This is an optimization exercise on Yosys and OpenROAD, whose aim is a short achievable clock period and few clock cycles, not a production implementation.
The RTL was checked by simulation tests, not by an equivalence proof against the original design.
Power and IR drop assume default switching activity.

===== flow/run.sh =====
#!/bin/bash
# synth_recipe.tcl (not shown) runs the flow's synth.tcl, then flattens the netlist and writes it again
# the make line also repeats each setting of config.mk as NAME=value (left out here)
make -C /OpenROAD-flow-scripts/flow DESIGN_CONFIG=/design/flow/config.mk WORK_HOME=/design/flow/orfs CLKGATE_MAP_FILE= SYNTH_SCRIPT=/design/flow/synth_recipe.tcl finish

===== flow/config.mk =====
export PLATFORM = sky130hd
export DESIGN_NAME = cache_controller
export DESIGN_NICKNAME = cache_controller
export VERILOG_FILES = /design/flow/design.v
export SDC_FILE = /design/flow/constraint.sdc
export NUM_CORES = 4
export LEC_CHECK = 0
export ABC_CLOCK_PERIOD_IN_PS = 2500
export CAP_MARGIN = 20
export CORE_MARGIN = 2
export CORE_UTILIZATION = 40
export SETUP_SLACK_MARGIN = 2.8
export SLEW_MARGIN = 20

===== flow/constraint.sdc =====
create_clock -name core_clock -period 5.5 [get_ports {clk}]
set_input_delay 1.1000 -clock core_clock [delete_from_list [all_inputs] [get_ports {clk}]]
set_output_delay 1.1000 -clock core_clock [all_outputs]
set_load 0.01 [all_outputs]

===== flow/design.v =====
`default_nettype none
package cache_pkg;
	localparam int BYTE_OFF_W = $clog2(32 / 8);
	localparam int WORD_OFF_W = $clog2(4);
	localparam int BANK_W = $clog2(2);
	localparam int INDEX_W = $clog2(8);
	localparam int TAG_W = 32 - INDEX_W - BANK_W - WORD_OFF_W - BYTE_OFF_W;
	typedef logic [32-1:0] word_t;
	typedef logic [4*32-1:0] line_t;
	typedef struct packed {
		logic [TAG_W-1:0] tag;
		logic [INDEX_W-1:0] index;
		logic [BANK_W-1:0] bank;
		logic [WORD_OFF_W-1:0] word;
		logic [BYTE_OFF_W-1:0] byte_off;
	} addr_fields_t;
	typedef union packed {
		logic [32-1:0] flat;
		addr_fields_t f;
	} addr_u;
	typedef enum logic [1:0] {
		ROUTE_DIRECT = 2'd0,
		ROUTE_CTRL = 2'd1,
		ROUTE_EMPTY = 2'd2,
		ROUTE_CACHED = 2'd3
	} route_e;
endpackage
`default_nettype wire
`default_nettype none
`timescale 1ns/10ps
module cache_controller (
	input logic clk,
	input logic reset,
	input logic procreq_val,
	input logic procreq_we,
	input logic procreq_domain,
	input cache_pkg::addr_u procreq_addr,
	input cache_pkg::word_t procreq_wdata,
	output logic procreq_rdy,
	output logic procresp_val,
	output cache_pkg::word_t procresp_data,
	input logic procresp_rdy,
	output logic memreq_val,
	output logic memreq_we,
	output cache_pkg::addr_u memreq_addr,
	output cache_pkg::word_t memreq_wdata,
	input logic memreq_rdy,
	input logic memresp_val,
	input cache_pkg::line_t memresp_line
);
	localparam int NL = 2 * 8;   
	localparam int DQ = 8;    
	localparam int DM = 8;    
	localparam int DR = 4;    
	localparam int QW = $clog2(DQ);
	localparam int MW = $clog2(DM);
	logic rdy_q;
	logic s0_v, s0_we, s0_dom;
	logic [31:0] s0_addr, s0_wdata;
	logic s0_is0, s0_is4, s0_lt_b, s0_lt_w, s0_same, s0_vsel;
	logic [23:0] s0_tsel;
	logic [31:0] boundary;
	logic [NL-1:0] vld;
	logic [NL-1:0][23:0] tags;
	assign procreq_rdy = rdy_q;
	logic [NL-1:0] in_dec;
	logic [23:0] in_tsel;
	always_comb begin
		in_tsel = '0;
		for (int l = 0; l < NL; l++) begin
			in_dec[l] = (procreq_addr[7:4] == l);
			in_tsel = in_tsel | (tags[l] & {24{in_dec[l]}});
		end
	end
	always_ff @(posedge clk) begin
		s0_we <= procreq_we;
		s0_dom <= procreq_domain;
		s0_addr <= procreq_addr;
		s0_wdata <= procreq_wdata;
		s0_is0 <= (procreq_addr == 32'h0);
		s0_is4 <= (procreq_addr == 32'h4);
		s0_lt_b <= (procreq_addr < boundary);
		s0_lt_w <= (procreq_addr < s0_wdata);
		s0_same <= (procreq_addr[7:4] == s0_addr[7:4]);
		s0_tsel <= in_tsel;
		s0_vsel <= |(vld & in_dec);
	end
	logic s1_setb, s1_fill;
	logic [23:0] p_tag;
	logic lt, cached, tag_hit, hit;
	logic [3:0] s_idx;
	assign s_idx = s0_addr[7:4];
	assign lt = s1_setb ? s0_lt_w : s0_lt_b;
	assign cached = !s0_is0 && !s0_is4 && lt;
	assign tag_hit = (s1_fill && s0_same) ? (p_tag == s0_addr[31:8])
		: (s0_vsel && (s0_tsel == s0_addr[31:8]));
	assign hit = cached && tag_hit;
	logic op_uselb, op_fill, op_rdhit, op_wupd, op_mem;
	assign op_uselb = !s0_is4 && !s0_we && !hit;
	assign op_fill = !s0_is4 && !s0_we && cached && !tag_hit;
	assign op_rdhit = !s0_is4 && !s0_we && hit;
	assign op_wupd = !s0_is4 && s0_we && hit;
	assign op_mem = !s0_is4 && !(!s0_we && hit);
	always_ff @(posedge clk) begin
		if (reset) begin
			boundary <= 32'h0000_c000;
			vld <= '0;
			s1_setb <= 1'b0;
			s1_fill <= 1'b0;
		end else begin
			if (s0_v && s0_is4 && s0_dom) boundary <= s0_wdata;
			for (int l = 0; l < NL; l++) begin
				if (s0_v && op_fill && s_idx == l) vld[l] <= 1'b1;
			end
			s1_setb <= s0_v && s0_is4 && s0_dom;
			s1_fill <= s0_v && op_fill;
		end
	end
	always_ff @(posedge clk) begin
		for (int l = 0; l < NL; l++) begin
			if (s0_v && op_fill && s_idx == l) tags[l] <= s0_addr[31:8];
		end
		p_tag <= s0_addr[31:8];
	end
	logic s2_v, s2_mpush;
	logic s2_uselb, s2_fill, s2_rdhit, s2_wupd, s2_we;
	logic [31:0] s2_addr, s2_wdata;
	always_ff @(posedge clk) begin
		s2_uselb <= op_uselb;
		s2_fill <= op_fill;
		s2_rdhit <= op_rdhit;
		s2_wupd <= op_wupd;
		s2_we <= s0_we;
		s2_addr <= s0_addr;
		s2_wdata <= s0_wdata;
	end
	localparam int OW = 4 + 4 + 2 + 32;
	logic [DQ-1:0][OW-1:0] oq;
	logic [QW-1:0] oq_wp, oq_rp;
	logic [QW:0] oq_cnt;
	logic oq_pop;
	always_ff @(posedge clk) begin
		for (int i = 0; i < DQ; i++) begin
			if (s2_v && oq_wp == i) oq[i] <= {s2_uselb, s2_fill, s2_rdhit, s2_wupd, s2_addr[7:2], s2_wdata};
		end
	end
	localparam int MQW = 1 + 32 + 32;
	logic [DM-1:0][MQW-1:0] mq;
	logic [MW-1:0] mq_wp, mq_rp;
	logic [MW:0] mq_cnt;
	logic mq_pop;
	always_ff @(posedge clk) begin
		for (int i = 0; i < DM; i++) begin
			if (s2_mpush && mq_wp == i) mq[i] <= {s2_we, s2_we ? s2_addr : {s2_addr[31:4], 4'h0}, s2_wdata};
		end
	end
	logic mr_v, mr_we;
	logic [31:0] mr_addr, mr_wdata;
	logic rd_pend;            
	logic [1:0] lb_cnt;
	logic take;
	assign memreq_val = mr_v;
	assign memreq_we = mr_we;
	assign memreq_addr = mr_addr;
	assign memreq_wdata = mr_wdata;
	assign take = mr_v && memreq_rdy;
	logic [MQW-1:0] mq_head;
	always_comb begin
		mq_head = '0;
		for (int i = 0; i < DM; i++) begin
			mq_head = mq_head | (mq[i] & {MQW{mq_rp == i}});
		end
	end
	assign mq_pop = !mr_v && (mq_cnt != 0) && (mq_head[MQW-1] || ({1'b0, rd_pend} + lb_cnt <= 2'd1));
	always_ff @(posedge clk) begin
		if (reset) begin
			mr_v <= 1'b0;
			rd_pend <= 1'b0;
		end else begin
			if (take) begin
				mr_v <= 1'b0;
			end else if (mq_pop) begin
				mr_v <= 1'b1;
			end
			if (take) begin
				rd_pend <= !mr_we;
			end else if (memresp_val) begin
				rd_pend <= 1'b0;
			end
		end
	end
	always_ff @(posedge clk) begin
		if (mq_pop) {mr_we, mr_addr, mr_wdata} <= mq_head;
	end
	logic [1:0][127:0] lb;
	logic lb_wp, lb_rp;
	logic lb_push, lb_pop;
	logic [127:0] lb_head;
	assign lb_push = memresp_val && rd_pend;
	assign lb_head = lb_rp ? lb[1] : lb[0];
	always_ff @(posedge clk) begin
		if (lb_push && !lb_wp) lb[0] <= memresp_line;
		if (lb_push && lb_wp) lb[1] <= memresp_line;
	end
	logic b0_v, b0_uselb, b0_fill, b0_rdhit;
	logic [1:0] b0_word;
	logic [31:0] b0_wdata;
	logic [NL-1:0] b0_rsel;          
	logic [NL-1:0][3:0] b0_wmask;    
	logic b2_v, b2_rd;
	logic [1:0] b2_word;
	logic [127:0] b2_line;
	logic [2:0] rq_cnt;
	logic exec;
	assign exec = b0_v && (!b0_uselb || lb_cnt != 0) && ({1'b0, rq_cnt} + {3'b0, b2_v} < DR);
	assign lb_pop = exec && b0_uselb;
	assign oq_pop = (oq_cnt != 0) && (!b0_v || exec);
	logic oh_uselb, oh_fill, oh_rdhit, oh_wupd;
	logic [3:0] oh_idx;
	logic [1:0] oh_word;
	logic [31:0] oh_wdata;
	logic [OW-1:0] oq_head;
	always_comb begin
		oq_head = '0;
		for (int i = 0; i < DQ; i++) begin
			oq_head = oq_head | (oq[i] & {OW{oq_rp == i}});
		end
	end
	assign {oh_uselb, oh_fill, oh_rdhit, oh_wupd, oh_idx, oh_word, oh_wdata} = oq_head;
	always_ff @(posedge clk) begin
		if (reset) begin
			b0_v <= 1'b0;
		end else if (oq_pop) begin
			b0_v <= 1'b1;
		end else if (exec) begin
			b0_v <= 1'b0;
		end
	end
	always_ff @(posedge clk) begin
		if (oq_pop) begin
			b0_uselb <= oh_uselb;
			b0_fill <= oh_fill;
			b0_rdhit <= oh_rdhit;
			b0_word <= oh_word;
			b0_wdata <= oh_wdata;
			for (int l = 0; l < NL; l++) begin
				b0_rsel[l] <= (oh_idx == l);
				for (int w = 0; w < 4; w++) begin
					b0_wmask[l][w] <= (oh_idx == l) && (oh_fill || (oh_wupd && oh_word == w));
				end
			end
		end
	end
	logic [NL-1:0][127:0] data;
	for (genvar l = 0; l < NL; l++) begin : g_line
		for (genvar w = 0; w < 4; w++) begin : g_word
			always_ff @(posedge clk) begin
				if (exec && b0_wmask[l][w]) begin
					data[l][32*w +: 32] <= b0_fill ? lb_head[32*w +: 32] : b0_wdata;
				end
			end
		end
	end
	logic [127:0] rd_line;
	always_comb begin
		rd_line = '0;
		for (int l = 0; l < NL; l++) begin
			rd_line = rd_line | (data[l] & {128{b0_rsel[l]}});
		end
	end
	always_ff @(posedge clk) begin
		if (reset) begin
			b2_v <= 1'b0;
		end else begin
			b2_v <= exec;
		end
		b2_rd <= b0_uselb || b0_rdhit;
		b2_word <= b0_word;
		b2_line <= b0_uselb ? lb_head : rd_line;
	end
	logic [DR-1:0][31:0] rq;
	logic [31:0] b2_data;
	logic rv, rq_pop;
	logic [2:0] rq_cnt_nx;
	always_comb begin
		case (b2_word)
			2'd0: b2_data = b2_line[31:0];
			2'd1: b2_data = b2_line[63:32];
			2'd2: b2_data = b2_line[95:64];
			default: b2_data = b2_line[127:96];
		endcase
		if (!b2_rd) b2_data = 32'h0;
	end
	assign procresp_val = rv;
	assign procresp_data = rq[0];
	assign rq_pop = rv && procresp_rdy;
	assign rq_cnt_nx = rq_cnt + b2_v - rq_pop;
	always_ff @(posedge clk) begin
		for (int i = 0; i < DR; i++) begin
			if (b2_v && (rq_pop ? (rq_cnt == i + 1) : (rq_cnt == i))) begin
				rq[i] <= b2_data;
			end else if (rq_pop && i < DR - 1) begin
				rq[i] <= rq[i + 1];
			end
		end
	end
	always_ff @(posedge clk) begin
		if (reset) begin
			rdy_q <= 1'b1;
			s0_v <= 1'b0;
			s2_v <= 1'b0;
			s2_mpush <= 1'b0;
			oq_wp <= '0; oq_rp <= '0; oq_cnt <= '0;
			mq_wp <= '0; mq_rp <= '0; mq_cnt <= '0;
			lb_wp <= 1'b0; lb_rp <= 1'b0; lb_cnt <= '0;
			rq_cnt <= '0;
			rv <= 1'b0;
		end else begin
			s0_v <= procreq_val && rdy_q;
			s2_v <= s0_v;
			s2_mpush <= s0_v && op_mem;
			rdy_q <= ({1'b0, oq_cnt} + s0_v + s2_v + rdy_q + 1 <= DQ)
				&& ({1'b0, mq_cnt} + s0_v + s2_v + rdy_q + 1 <= DM);
			if (s2_v) oq_wp <= oq_wp + 1'b1;
			if (oq_pop) oq_rp <= oq_rp + 1'b1;
			oq_cnt <= oq_cnt + s2_v - oq_pop;
			if (s2_mpush) mq_wp <= mq_wp + 1'b1;
			if (mq_pop) mq_rp <= mq_rp + 1'b1;
			mq_cnt <= mq_cnt + s2_mpush - mq_pop;
			if (lb_push) lb_wp <= !lb_wp;
			if (lb_pop) lb_rp <= !lb_rp;
			lb_cnt <= lb_cnt + lb_push - lb_pop;
			rq_cnt <= rq_cnt_nx;
			rv <= (rq_cnt_nx != 0);
		end
	end
endmodule
`default_nettype wire

==> Flow_metrics.wiki <==
{| class="wikitable"
! Metric !! Value
|-
| Number of flops mapped to enable cells by yosys || 3854
|-
| # DRC || 0
|-
| Count of max-cap constraint violations || 0
|-
| Number of warnings printed during yosys synthesis || 2
|-
| Die footprint || about 390000 sq um
|-
| Peak VDD IR || roughly 0.00054 V
|-
| Category of the worst setup path capture point || flip-flop
|-
| Via count || 89079
|-
| Netlist area before placement || 153000 sq um
|-
| Maximum number of pins on one net before global-route repair || between 100 and 150
|-
| Horiz. Die Dim || about 620 um
|-
| Initial drt markers || 12874
|-
| Overall track demand over capacity in global routing || 24.9%
|-
| Share of the yosys chip area belonging to registers || between 80% and 90%
|-
| Post-synthesis cell type with the largest combined area || sky130_fd_sc_hd__edfxtp_1
|-
| Wire length per cell after detailed routing || 34.3 um
|-
| Layout overhead on the synthesized area || 17.8%
|-
| Clock transition at the registers of the reported paths || roughly 60 ps
|-
| Number of instances in the synthesized netlist || between 8000 and 9000
|-
| Count of input and output buffers || between 200 and 300
|-
| Commonest non-fill, non-tap cell in the layout || sky130_fd_sc_hd__edfxtp_1
|-
| Final cell count without fillers || 14612
|-
| Total setup violations reported at the end of the flow || 0
|-
| Mean post-synth cell area || 18.1 sq um
|-
| Via density per instance || around 6.1
|-
| Number of buffers on the longest clock path || 4
|-
| Cell types with the largest area share after synthesis || sky130_fd_sc_hd__edfxtp_1 76%, sky130_fd_sc_hd__dfxtp_1 5.0%, sky130_fd_sc_hd__a22oi_1 3.7%
|-
| Critical Path Source Type || flip-flop
|-
| Highest-count cells in the layout ignoring fill and taps || 3854 x sky130_fd_sc_hd__edfxtp_1, 746 x sky130_fd_sc_hd__a22oi_1, 426 x sky130_fd_sc_hd__clkbuf_16
|-
| Die H || 623 um
|-
| Number of hold buffers added after cts || 0
|-
| Via count of the first global-routing pass || about 86000
|-
| Worst clock skew || approximately 86 ps
|-
| Final hold slack || about 330 ps
|-
| Instance count after placement with tap cells included || ~14000
|-
| Data arrival, critical path || roughly 3700 ps
|-
| Leftover overflow at the end of global routing || 0
|-
| Final slew viol count || 0
|-
| Slew HR || between 10% and 20%
|-
| Post-Route Setup TNS || 0 ps
|-
| TritonCTS clock tree || built
|-
| Asr flop ratio synth || 0%
|-
| Achievable clock frequency || about 350 MHz
|-
| Leakage power || around 59 nW
|-
| Final count of hold timing violations || 0
|-
| Number of standard-cell rows in the floorplan || approximately 230
|-
| Clock root buffer || sky130_fd_sc_hd__clkbuf_16
|-
| Clock insertion delay at the later pin of the skew report || 1000 ps
|-
| Critical path start-end classification || flip-flop to flip-flop
|-
| Outcome || no timing/DRC/antenna violations
|-
| Power density cells || 579 nW/um^2
|-
| Worst path required time || approximately 6300 ps
|-
| HPWL after detailed placement || around 280000 um
|-
| Tightest Pin Transition || about 1200 ps
|-
| Number of antenna violations at the first check in global routing || 61
|-
| Sequential cell area || between 100000 and 150000 sq um
|-
| Tightest Hold Check Type || flip-flop to flip-flop
|-
| Global-route wire length before repair || 685000 um
|-
| Fraction of post-synthesis cell area in the top cell type by area || between 70% and 80%
|-
| Nets || 9459
|-
| First-pass detailed-route iteration total || 9
|-
| Maximum fanout encountered on the critical timing path || 4
|-
| Number of synthesized register bits || about 4200
|-
| GPL Wtd Cong || about 0.88
|-
| Number of primary I/O pins || 300
|-
| Depth of the CTS H-tree || 5
|-
| Aggregate routed wire length || roughly 500000 um
|-
| Detail Route Antenna Nets || 0
|-
| Fraction of the cycle the final worst path needs || a little over half
|-
| Distinct cells, synth || 77
|-
| Setup repair after global routing missed its margin || true
|-
| Layout filler cell count || 31841
|-
| Fraction of final layout cells with drive strength greater than 1 || ~18%
|-
| Total clock sinks || between 4000 and 5000
|-
| Area of the multi-input gates || between 20000 and 30000 sq um
|-
| Top FF cell, synth || sky130_fd_sc_hd__edfxtp_1
|-
| Core area || roughly 380000 sq um
|-
| CTS buffer count || between 400 and 500
|-
| Total nets after synthesis || roughly 8800
|-
| Time the final worst path needs with I/O delays and setup || approximately 2900 ps
|-
| Effective utilization at floorplan || 40.1%
|}
routing by layer:
layer / share of wire (%) / wire length [um] / up-vias / global-route usage [%]
li1: - / - / 36320 / -
met1: 37 / 183000 / 45931 / 32.3
met2: 47 / 233000 / 5818 / 39.4
met3: 11 / 55700 / 984 / 5.56
met4: 5.6 / 28100 / 26 / 12.9
met5: 0.034 / 170 / - / 0
what timing repair did:
item,in CTS,in global routing
endpoints found under the setup margin,4556,1543
gates cloned,39,3
pin swaps,46,26
setup buffers,143,32
gates resized for setup,711,90
endpoints found under the hold margin,0,0
state kept, by name, summed over array words and instances (netlist names), 64 cells and up:
name	cells
tags	384
data	2048
rq	128
oq	336
b2_line	128
b0_wmask	64
lb	256
mq	520
where the power goes:
| part | total, mW | switching (mW) | internal, mW |
|---|---|---|---|
| combinational | 29.0 | 20.9 | 8.09 |
| sequential | 46.9 | 2.75 | 44.1 |
| clock | 28.6 | 12.4 | 16.2 |
| total | 105 | 36.0 | 68.5 |
metrics by stage:
stage	setup slack, ps	instance area [sq um]	total power [mW]	utilization (%)
final	2620	180000	105	47.3
after global routing	2490	180000	107	47.3
after CTS	2600	179000	104	47.0
after detailed placement	1550	163000	73.5	42.8
after global placement	1620	163000	73.0	42.7
after floorplan	1110	154000	59.8	-
final cells by class:
type	count	share of cell area, %
multi-input cells	3595	15.9
diodes	70	0.0971
well taps	5038	3.49
repair buffers	753	4.11
flip-flops and latches	4236	68.4
clock inverters	218	1.18
clock buffers	556	6.42
inverters	146	0.318
logic make-up after synthesis:
kind of cell | Yosys count | synth area share (%)
flops | 4236 | 80.6
compound gates | 1974 | 10.0
simple gates | 1038 | 3.49
buf+inv | 673 | 1.82
mux | 363 | 2.72
fa+ha+maj | 113 | 0.958
xor+xnor | 71 | 0.406
worst paths after layout:
check | slack (ps) | end | cells after the start | start
setup reg to reg | 2620 | mq_cnt[1] | 13 | mq_rp[1]
setup / recovery | 2620 | mq_cnt[1] | 13 | mq_rp[1]
hold reg to reg | 330 | s2_addr[0] | 0 | s0_addr[0]
hold / removal | 330 | s2_addr[0] | 0 | s0_addr[0]
synthesized netlist by cell type, types with 13 or more instances:
master,number
sky130_fd_sc_hd__a21oi_1,339
sky130_fd_sc_hd__a221o_1,85
sky130_fd_sc_hd__a221oi_1,231
sky130_fd_sc_hd__a222oi_1,205
sky130_fd_sc_hd__a22o_1,236
sky130_fd_sc_hd__a22oi_1,746
sky130_fd_sc_hd__and2_1,112
sky130_fd_sc_hd__and3_1,18
sky130_fd_sc_hd__buf_1,78
sky130_fd_sc_hd__buf_2,44
sky130_fd_sc_hd__buf_4,38
sky130_fd_sc_hd__clkbuf_1,359
sky130_fd_sc_hd__dfxtp_1,382
sky130_fd_sc_hd__edfxtp_1,3854
sky130_fd_sc_hd__ha_1,106
sky130_fd_sc_hd__inv_1,143
sky130_fd_sc_hd__mux2_2,102
sky130_fd_sc_hd__mux2i_1,229
sky130_fd_sc_hd__mux4_2,32
sky130_fd_sc_hd__nand2_1,154
sky130_fd_sc_hd__nand2b_1,19
sky130_fd_sc_hd__nand3_1,216
sky130_fd_sc_hd__nand4_1,119
sky130_fd_sc_hd__nor2_1,168
sky130_fd_sc_hd__nor2b_1,21
sky130_fd_sc_hd__nor3_1,145
sky130_fd_sc_hd__nor4_1,26
sky130_fd_sc_hd__o211ai_1,26
sky130_fd_sc_hd__o21ai_0,26
sky130_fd_sc_hd__o32ai_1,13
sky130_fd_sc_hd__xnor2_1,52
sky130_fd_sc_hd__xor2_1,19
critical path: stages, from the launching register on:
cell and delay, ps:
sky130_fd_sc_hd__dfxtp_4 390, sky130_fd_sc_hd__inv_4 50, sky130_fd_sc_hd__ha_4 160, sky130_fd_sc_hd__a222oi_1 370, sky130_fd_sc_hd__mux2i_1 140, sky130_fd_sc_hd__a221o_1 330, sky130_fd_sc_hd__o21ai_4 170, sky130_fd_sc_hd__clkinvlp_4 150
sky130_fd_sc_hd__ha_4 220, sky130_fd_sc_hd__inv_2 60, sky130_fd_sc_hd__ha_4 120, sky130_fd_sc_hd__inv_2 30, sky130_fd_sc_hd__fa_2 510, sky130_fd_sc_hd__nor2_1 40
Testbench counts, summed over its fixed seeds: cycles 131,065.

-- separate check: timing with driven ports --
No port has a modelled driver above. Below, the same layout with a new extraction and two added sets of constraints.
Step 1 sets driving cells, clkbuf_16 on the clock port and buf_2 on the other inputs (assumed; they add their load-dependent delay and slew).
Step 2 also shifts input and output timing later by t, the mid clock arrival at the registers, as if the neighbouring blocks saw the same clock.
Three values: ideal, step 1, step 2; two values: the first two.
t, ns: 1.079
setup slack, ns: 2.625 / 2.605 / 1.789
hold slack, ns: 0.331 / 0.331 / 0.331
worst slew at a driven data input, ns: 0.30
cell pins on the clock port's net: 1
After both steps this run still meets setup and hold. The setup slack of this run moves by -0.020 ns with the drivers and by -0.836 ns with both steps.
